Background: an optimization exercise with open tools, aiming at small area, a short achievable clock period and few clock cycles per item. Do not read the settings as production practice.
Only simulation tests tie the RTL to the original design; equivalence was not proved.
Power and IR drop assume default switching activity.

==> job 5700 <==
Design cle_top, start of the top module:
module cle_top (
    input  logic       clk,
    input  logic       reset,
    input  logic [7:0] rom_q,
    output logic [6:0] rom_a,
    output logic [9:0] sram_a,
    output logic [7:0] sram_d,
    output logic       sram_wen,
    output logic       finish
);
Settings: LEC_CHECK=0, CAP_MARGIN=20, CORE_MARGIN=2, CORE_UTILIZATION=40, SETUP_SLACK_MARGIN=5, SLEW_MARGIN=20, TNS_END_PERCENT=20; clock period 8.0 ns.
run.sh (not shown) runs the stock make flow with config.mk's settings and CLKGATE_MAP_FILE= SYNTH_SCRIPT=/design/flow/synth_recipe.tcl, a recipe that flattens the netlist after the stock synthesis.
==> job 7636 (differences from job 5700) <==
--- a/flow/design.v
+++ b/flow/design.v
@@ -231,14 +231,18 @@
         else if (p2)            wdat = lab2;
         else if (ph == PH_SAVE) wdat = {3'b000, fri};
         else                    wdat = tq;
     end
     always_ff @(posedge clk) begin
         for (int x = 0; x < 32; x++) begin
-            if ((ph == PH_CLR) || (wen_u && qoh[x]) || relabel[x])
-                up[x] <= (ph == PH_CLR) ? 8'd0 : wdat;
+            if (ph == PH_CLR)
+                up[x] <= '0;
+            else if (wen_u && qoh[x])
+                up[x] <= wdat;
+            else if (relabel[x])
+                up[x] <= w;
         end
     end
     assign tw_sv = (ph == PH_SAVE) && qv && qL;
     always_comb begin
         twe = 1'b1;
         if (alloc_t) begin
==> job 7406 (differences from job 5700) <==
--- a/flow/design.v
+++ b/flow/design.v
@@ -63,13 +63,13 @@
     logic        prevbit;
     logic        n_l, n_u, n_ul, n_ur, n_fg;
     logic [2:0]  jenc;
     logic        wdone;
     logic [31:0] wnext;
     logic [31:0] rstart, rend;
-    logic        walk_fin, wbub;
+    logic        walk_fin;
     logic        pv;
     logic [31:0] poh;
     logic [4:0]  pc, pr;
     logic        pfg, pU, pL, pUL, pUR;
     logic        qv;
     logic [31:0] qoh;
@@ -83,41 +83,38 @@
     logic [7:0]  rdX, rdD, crX, crD;
     logic        hitX, hitD;
     logic [7:0]  opA;
     logic [31:0] mA, mD, relabel;
     logic [6:0]  cnt1;
     logic [6:0]  xid, xid_n;
-    logic        xfree, xok, xstep, need_x, xchk;
-    logic [3:0]  xpart;
+    logic        xfree, xok, xstep, need_x;
     logic        ovf;
     logic [4:0]  rovf, rseg;
     logic [5:0]  endr;
     logic [4:0]  fri, nfr;
     logic [8:0]  tab [0:C-1];
-    logic [CW-1:0] ridx, rk, rk1;
-    logic        tfwd;
+    logic [CW-1:0] ridx, rk;
     logic [8:0]  tdata;
-    logic [7:0]  tq;
     logic [1:0]  rs;
     logic [8:0]  e_q;
     logic [7:0]  pv_lab;
     logic        pv_root, pv_ok;
     logic [7:0]  cnt;
     logic        useA, useD, isStart;
     logic        mrgPos, merge, dlt;
     logic [7:0]  w, l;
     logic        untracked, p1start, hold_p1, alloc_t, alloc_x;
     logic [7:0]  lab1;
     logic        p2fg, p2start, hold_p2, consume;
     logic [7:0]  startLab, lab2;
-    logic        hold, adv, padv;
+    logic        hold, adv;
     logic        wen_u;
     logic [7:0]  wdat;
-    logic        twe, tw_v, tw_sv;
-    logic [CW-1:0] twi, tw_i;
-    logic [8:0]  twd, tw_d;
+    logic [C-1:0] twen;
+    logic        twm_x, twm_d, tw_sv;
+    logic [8:0]  twd;
     logic        p1_done, p2_done, pre_done;
     logic        bw_act, bw_req, bw_wr, bw_adv;
     logic [7:0]  bw_byte, bw_fa;
     logic [7:0]  bw_r, bw_low, bw_nb, bw_nbc;
     logic [2:0]  bw_j;
     logic        bw_v, bw_nv, bt1, bt2;
@@ -128,13 +125,13 @@
     assign kk = bc[1:0];
     assign skipb = skip_r;
     assign rm    = p1 || (fresh ? skipb : bm);
     assign rem   = hbc & ~done8;
     assign jlow  = rem & (~rem + 8'd1);
     assign jsel  = rm ? jlow : (8'd1 << jcnt);
-    assign run0 = (p1 || p2) && hv && (bc < blim) && padv;
+    assign run0 = (p1 || p2) && hv && (bc < blim) && adv;
     assign emit = run0 && (rm ? (rem != 8'd0) : 1'b1);
     assign last_in_byte = rm ? ((rem & ~jlow) == 8'd0) : (jcnt == 3'd7);
     assign pop  = (run0 && last_in_byte) || ((ph == PH_PRE) && hv && (bc < blim));
     assign ohn = {24'd0, jsel} << {kk, 3'd0};
     always_comb begin
         case (kk)
@@ -167,30 +164,29 @@
         q = q | {q[27:0], 4'b0};
         q = q | {q[23:0], 8'b0};
         q = q | {q[15:0], 16'b0};
         wnext = curB & ~{q[30:0], 1'b0};
     end
     assign walk_fin = walk && wdone && !pv && !qv;
-    assign wbub     = (ph == PH_RST) && pv && |(rend & poh);
     always_comb begin
         rdX = '0;
         rdD = '0;
         for (int x = 0; x < 32; x++) begin
             rdX = rdX | (up[x] & {8{poX[x]}});
             if (x < 31) rdD = rdD | (up[x+1] & {8{poh[x]}});
         end
     end
     assign hitX = wen_u && |(poX & qoh);
     assign hitD = wen_u && |(poh[30:0] & qoh[31:1]);
-    assign crX = hitX ? wdat : rdX;
-    assign crD = hitD ? wdat : rdD;
+    assign crX = hitX ? wdat : (merge && (dlt ? (rdX == qX) : (rdX == qD))) ? w : rdX;
+    assign crD = hitD ? wdat : (merge && (dlt ? (rdD == qX) : (rdD == qD))) ? w : rdD;
     assign useA    = !qU && (qL || qUL);
     assign useD    = !qU && !(qL || qUL) && qUR;
     assign isStart = !(qU || qL || qUL || qUR);
     assign dlt    = (qD < qX);
-    assign merge  = mrgPos;
+    assign merge  = mrgPos && (qX != qD);
     assign w      = dlt ? qD : qX;
     assign l      = dlt ? qX : qD;
     assign untracked = cnt1[CW];
     assign p1start   = p1 && qv && isStart;
     assign need_x    = p1start && untracked;
     assign hold_p1   = need_x && !(xok && xfree);
@@ -214,76 +210,61 @@
         if (qU || useA) lab2 = qX;
         else if (useD)  lab2 = qD;
         else           lab2 = startLab;
     end
     assign hold = hold_p1 || hold_p2;
     assign adv  = !hold;
-    assign padv = adv && !mrgPos;
     always_comb begin
         for (int x = 0; x < 32; x++) begin
             mA[x] = (up[x] == opA);
             mD[x] = (up[x] == qD);
-            relabel[x] = merge && (mA[x] || mD[x]);
+            relabel[x] = merge && (dlt ? mA[x] : mD[x]);
         end
     end
     assign wen_u = (p1 && qv && adv) || (p2fg && adv) || (walk && qv);
     always_comb begin
         if (p1)                 wdat = lab1;
         else if (p2)            wdat = lab2;
         else if (ph == PH_SAVE) wdat = {3'b000, fri};
-        else                    wdat = tq;
+        else                    wdat = tdata[7:0];
     end
     always_ff @(posedge clk) begin
         for (int x = 0; x < 32; x++) begin
-            if ((ph == PH_CLR) || (wen_u && qoh[x]) || relabel[x])
-                up[x] <= (ph == PH_CLR) ? 8'd0 : wdat;
+            if (ph == PH_CLR)
+                up[x] <= '0;
+            else if (wen_u && qoh[x])
+                up[x] <= wdat;
+            else if (relabel[x])
+                up[x] <= w;
         end
     end
+    assign twm_x = mrgPos && (qX != qD) && !qX[7] && (qX[4:0] >= nfr);
+    assign twm_d = mrgPos && (qX != qD) && !qD[7] && (qD[4:0] >= nfr);
     assign tw_sv = (ph == PH_SAVE) && qv && qL;
     always_comb begin
-        twe = 1'b1;
-        if (alloc_t) begin
-            twi = CW'(cnt1);
-            twd = {1'b0, 8'(cnt1)};
-        end else if (consume) begin
-            twi = rk;
-            twd = {1'b1, lab2};
-        end else if (tw_sv) begin
-            twi = CW'(fri);
-            twd = {1'b1, qX};
-        end else begin
-            twi = dlt ? qX[CW-1:0] : qD[CW-1:0];
-            twd = {1'b0, w};
-            twe = merge && (dlt ? (!qX[7] && (qX[4:0] >= nfr)) : (!qD[7] && (qD[4:0] >= nfr)));
+        if (alloc_t)      twd = {1'b0, 8'(cnt1)};
+        else if (consume) twd = {1'b1, lab2};
+        else if (tw_sv)   twd = {1'b1, qX};
+        else              twd = {1'b0, w};
+        for (int i = 0; i < C; i++) begin
+            twen[i] = (alloc_t && (cnt1[CW-1:0] == CW'(i))) ||
+                      (consume && (rk == CW'(i))) ||
+                      (tw_sv   && (fri[CW-1:0] == CW'(i))) ||
+                      (dlt ? (twm_x && (qX[CW-1:0] == CW'(i))) : (twm_d && (qD[CW-1:0] == CW'(i))));
         end
     end
     always_ff @(posedge clk) begin
-        xpart <= {|mA[31:24], |mA[23:16], |mA[15:8], |mA[7:0]};
-    end
-    always_ff @(posedge clk) begin
-        tw_i <= twi;
-        tw_d <= twd;
-        if (tw_v) tab[tw_i] <= tw_d;
+        for (int i = 0; i < C; i++) if (twen[i]) tab[i] <= twd;
     end
     always_comb begin
-        if (ph == PH_RST) begin
-            ridx = CW'(fri);
-            tfwd = (tw_i == CW'(fri));
-        end else if (rs == RS_R2) begin
-            ridx = e_q[CW-1:0];
-            tfwd = (tw_i == e_q[CW-1:0]);
-        end else if (rs == RS_INIT) begin
-            ridx = rk;
-            tfwd = (tw_i == rk);
-        end else begin
-            ridx = rk1;
-            tfwd = (tw_i == rk1);
-        end
+        if (ph == PH_RST)       ridx = CW'(fri);
+        else if (rs == RS_R2)   ridx = e_q[CW-1:0];
+        else if (rs == RS_INIT) ridx = rk;
+        else                    ridx = rk + 1'b1;
     end
-    assign tdata = (tw_v && tfwd) ? tw_d : tab[ridx];
-    always_ff @(posedge clk) tq <= tdata[7:0];
+    assign tdata = tab[ridx];
     always_ff @(posedge clk) begin
         if (walk) begin
             if (qv && qUR) fri <= fri + 5'd1;
         end else begin
             fri <= '0;
         end
@@ -339,38 +320,40 @@
         end
         if (emit) bm <= rm;
         if (pop)       fresh <= 1'b1;
         else if (emit) fresh <= 1'b0;
         skip_r <= ((bc + 8'd1) < bw_byte);
         if (walk) begin
-            if (!wdone && !wbub) begin
+            if (!wdone) begin
                 poh <= wnext;
                 poX <= wnext;
                 curB <= curB & ~wnext;
                 pU  <= 1'b1;
+                pL  <= |(rstart & wnext);
+                pUR <= |(rend & wnext);
             end
-        end else if (padv) begin
+        end else if (adv) begin
             poh <= ohn;
-            poX <= (ohn & prevB) | {1'b0, ohn[31:1] & ~prevB[31:1]};
+            poX <= n_u ? ohn : {1'b0, ohn[31:1]};
             pc  <= {kk, jenc};
             pr  <= bc[6:2];
             pfg <= n_fg;
             pU  <= n_u;
             pL  <= n_l;
             pUL <= n_ul;
             pUR <= n_ur;
         end
-        if (padv && pv) begin
+        if (adv && pv) begin
             qoh <= poh;
             qc  <= pc;
             qr  <= pr;
             qfg <= pfg;
             qU  <= pU;
-            qL  <= walk ? |(rstart & poh) : pL;
+            qL  <= pL;
             qUL <= pUL;
-            qUR <= walk ? |(rend & poh) : pUR;
+            qUR <= pUR;
             qX  <= crX;
             qD  <= crD;
         end
         case (ph)
             PH_CLR: begin
                 bc    <= 8'd0;
@@ -395,13 +378,12 @@
                         blim  <= ovf ? {1'b0, rovf, 2'b00} : 8'd128;
                         prevB <= '0;
                         done8 <= '0;
                 fresh <= 1'b1;
                         jcnt  <= '0;
                         rk    <= '0;
-                        rk1   <= CW'(1);
                     end else begin
                         bc   <= {1'b0, rseg - 5'd1, 2'b00};
                         fa   <= {1'b0, rseg - 5'd1, 2'b00};
                         flim <= {1'b0, rseg, 2'b00};
                         blim <= {1'b0, rseg, 2'b00};
                     end
@@ -416,37 +398,33 @@
                     curB  <= prevB;
                     poh   <= '0;
                     wdone <= 1'b0;
                 end
             end
             PH_RST: begin
-                if (pv && (poh == 32'd0)) wdone <= 1'b1;
+                if (wnext == 32'd0) wdone <= 1'b1;
                 if (walk_fin) begin
                     fa    <= {1'b0, rseg, 2'b00};
                     flim  <= 8'd128;
                     blim  <= {endr, 2'b00};
                     done8 <= '0;
                 fresh <= 1'b1;
                     jcnt  <= '0;
                     rk    <= CW'(nfr);
-                    rk1   <= CW'(nfr + 5'd1);
                 end
             end
             PH_P2: begin
                 if (p2_done) begin
                     curB  <= prevB;
                     poh   <= '0;
                     wdone <= 1'b0;
                 end
-                if (consume) begin
-                    rk  <= rk1;
-                    rk1 <= rk1 + 1'b1;
-                end
+                if (consume) rk <= rk + 1'b1;
             end
             PH_SAVE: begin
-                if (pv && (poh == 32'd0)) wdone <= 1'b1;
+                if (wnext == 32'd0) wdone <= 1'b1;
                 if (walk_fin) begin
                     rseg  <= endr[4:0];
                     bc    <= {endr, 2'b00};
                     fa    <= {endr, 2'b00};
                     flim  <= 8'd128;
                     blim  <= 8'd128;
@@ -480,42 +458,38 @@
             rs       <= RS_INIT;
             pv_ok    <= 1'b0;
             cnt      <= '0;
             xid      <= '0;
             xfree    <= 1'b0;
             xok      <= 1'b0;
-            xchk     <= 1'b0;
-            tw_v     <= 1'b0;
             p1       <= 1'b0;
             p2       <= 1'b0;
             walk     <= 1'b0;
             mrgPos   <= 1'b0;
             finish   <= 1'b0;
             sram_wen <= 1'b1;
         end else begin
             if (walk) begin
-                if (!wdone && !wbub) pv <= 1'b1;
-                else                 pv <= 1'b0;
+                if (!wdone) pv <= (wnext != 32'd0);
+                else        pv <= 1'b0;
             end else if (pre_done || p2_done) begin
                 pv <= 1'b0;
-            end else if (padv) begin
+            end else if (adv) begin
                 pv <= emit;
             end
-            if (adv) qv <= padv && pv;
-            xchk  <= (ph != PH_CLR) && !mrgPos && !xstep;
+            if (adv) qv <= pv;
             if (ph == PH_CLR) begin
                 xok <= 1'b0;
             end else if (xstep) begin
                 xok <= 1'b0;
-            end else if (xchk) begin
+            end else if (!mrgPos) begin
                 xok   <= 1'b1;
-                xfree <= (xpart == 4'd0);
+                xfree <= !(|mA);
             end
             xid <= xid_n;
-            tw_v <= twe;
-            if (adv) mrgPos <= padv && p1 && pv && !pU && (pL || pUL) && pUR;
+            if (adv) mrgPos <= p1 && pv && !pU && (pL || pUL) && pUR;
             if (p2) begin
                 case (rs)
                     RS_INIT: rs <= RS_R2;
                     RS_R2: begin
                         rs    <= RS_IDLE;
                         pv_ok <= 1'b1;
@@ -548,13 +522,13 @@
             PH_P2:   if (p2_done) ph_n = (endr == 6'd32) ? PH_FIN : PH_SAVE;
             PH_SAVE: if (walk_fin) ph_n = PH_P1;
             default: ph_n = PH_FIN;
         endcase
     end
     always_ff @(posedge clk) begin
-        if (padv && pv && p1 && !pU && (pL || pUL) && pUR) opA <= crX;
+        if (adv && pv && p1 && !pU && (pL || pUL) && pUR) opA <= crX;
         else                                              opA <= {1'b1, xid_n};
     end
     always_ff @(posedge clk) begin
         if (p2 && qv && adv) begin
             sram_a <= {qr, qc};
             sram_d <= qfg ? lab2 : 8'd0;
Settings changed: TNS_END_PERCENT 20 to not set.
==> summary.txt <==
1st-iter DRT viols -> 8,039
met1 Track Usage GR -> 0.4710
clk tree area frac -> 0.05570
status -> finished clean
compound-gate portion of the synthesized area -> 0.1712
CTS resizes -> 274
# Post-CTS Setup Buffers -> 109
TritonRoute pass-1 iters -> 10
family with the most delay on the worst path -> flip-flops
comb pwr -> 15.9 mW
Source of the figures above: job 7636

==> summary.txt <==
Hold Path Sink -> bt2$_DFF_PP0_
Sum Neg Setup Slack -> 0 ns
1st-iter DRT viols -> 6,535
comb pwr -> 10.9 mW
clk pwr -> 5.18 mW
TritonRoute pass-1 iters -> 7
status -> finished clean
met1 Track Usage GR -> 0.4853
clk tree area frac -> 0.05792
DIE AREA -> 138,200 um2
compound-gate portion of the synthesized area -> 0.1643
Source of the figures above: job 5700

==> summary.txt <==
status -> finished clean
# Post-CTS Setup Buffers -> 402
compound-gate portion of the synthesized area -> 0.2014
comb pwr -> 22.3 mW
met1 Track Usage GR -> 0.5388
1st-iter DRT viols -> 10,050
fin crit period -> 4.150 ns
TritonRoute pass-1 iters -> 10
Source of the figures above: job 7406

Testbench counts of job 5700, summed over its fixed seeds: cycles 25,664, items 24.
Testbench counts of job 7636, summed over its fixed seeds: cycles 25,664, items 24.
Testbench counts of job 7406, summed over its fixed seeds: cycles 25,364, items 24.

static timing again, ports no longer ideal:
How much do the figures lean on ideal ports? The routed layouts below were timed once more, with nothing changed but the port constraints.
Step 1 assumes that a clkbuf_16 drives the clock port and a buf_2 every other input.
Step 2 also shifts input and output timing later by t, the mid clock arrival at the registers, as if the neighbouring blocks saw the same clock.
a / b / c = ideal ports / drivers / drivers and shift; a / b = the first two.
run	t (ns)	setup WS [ns]	worst hold slack (ns)	worst register clock-pin slew, ns
job 5700	0.826	4.778 / 4.760 / 4.778	0.377 / 0.377 / 0.377	0.07 / 0.07
job 7636	0.817	4.796 / 4.711 / 4.798	0.385 / 0.385 / 0.385	0.07 / 0.07
job 7406	0.845	3.850 / 3.850 / 3.850	0.377 / 0.377 / 0.377	0.07 / 0.07
After both steps every run listed still meets setup and hold.
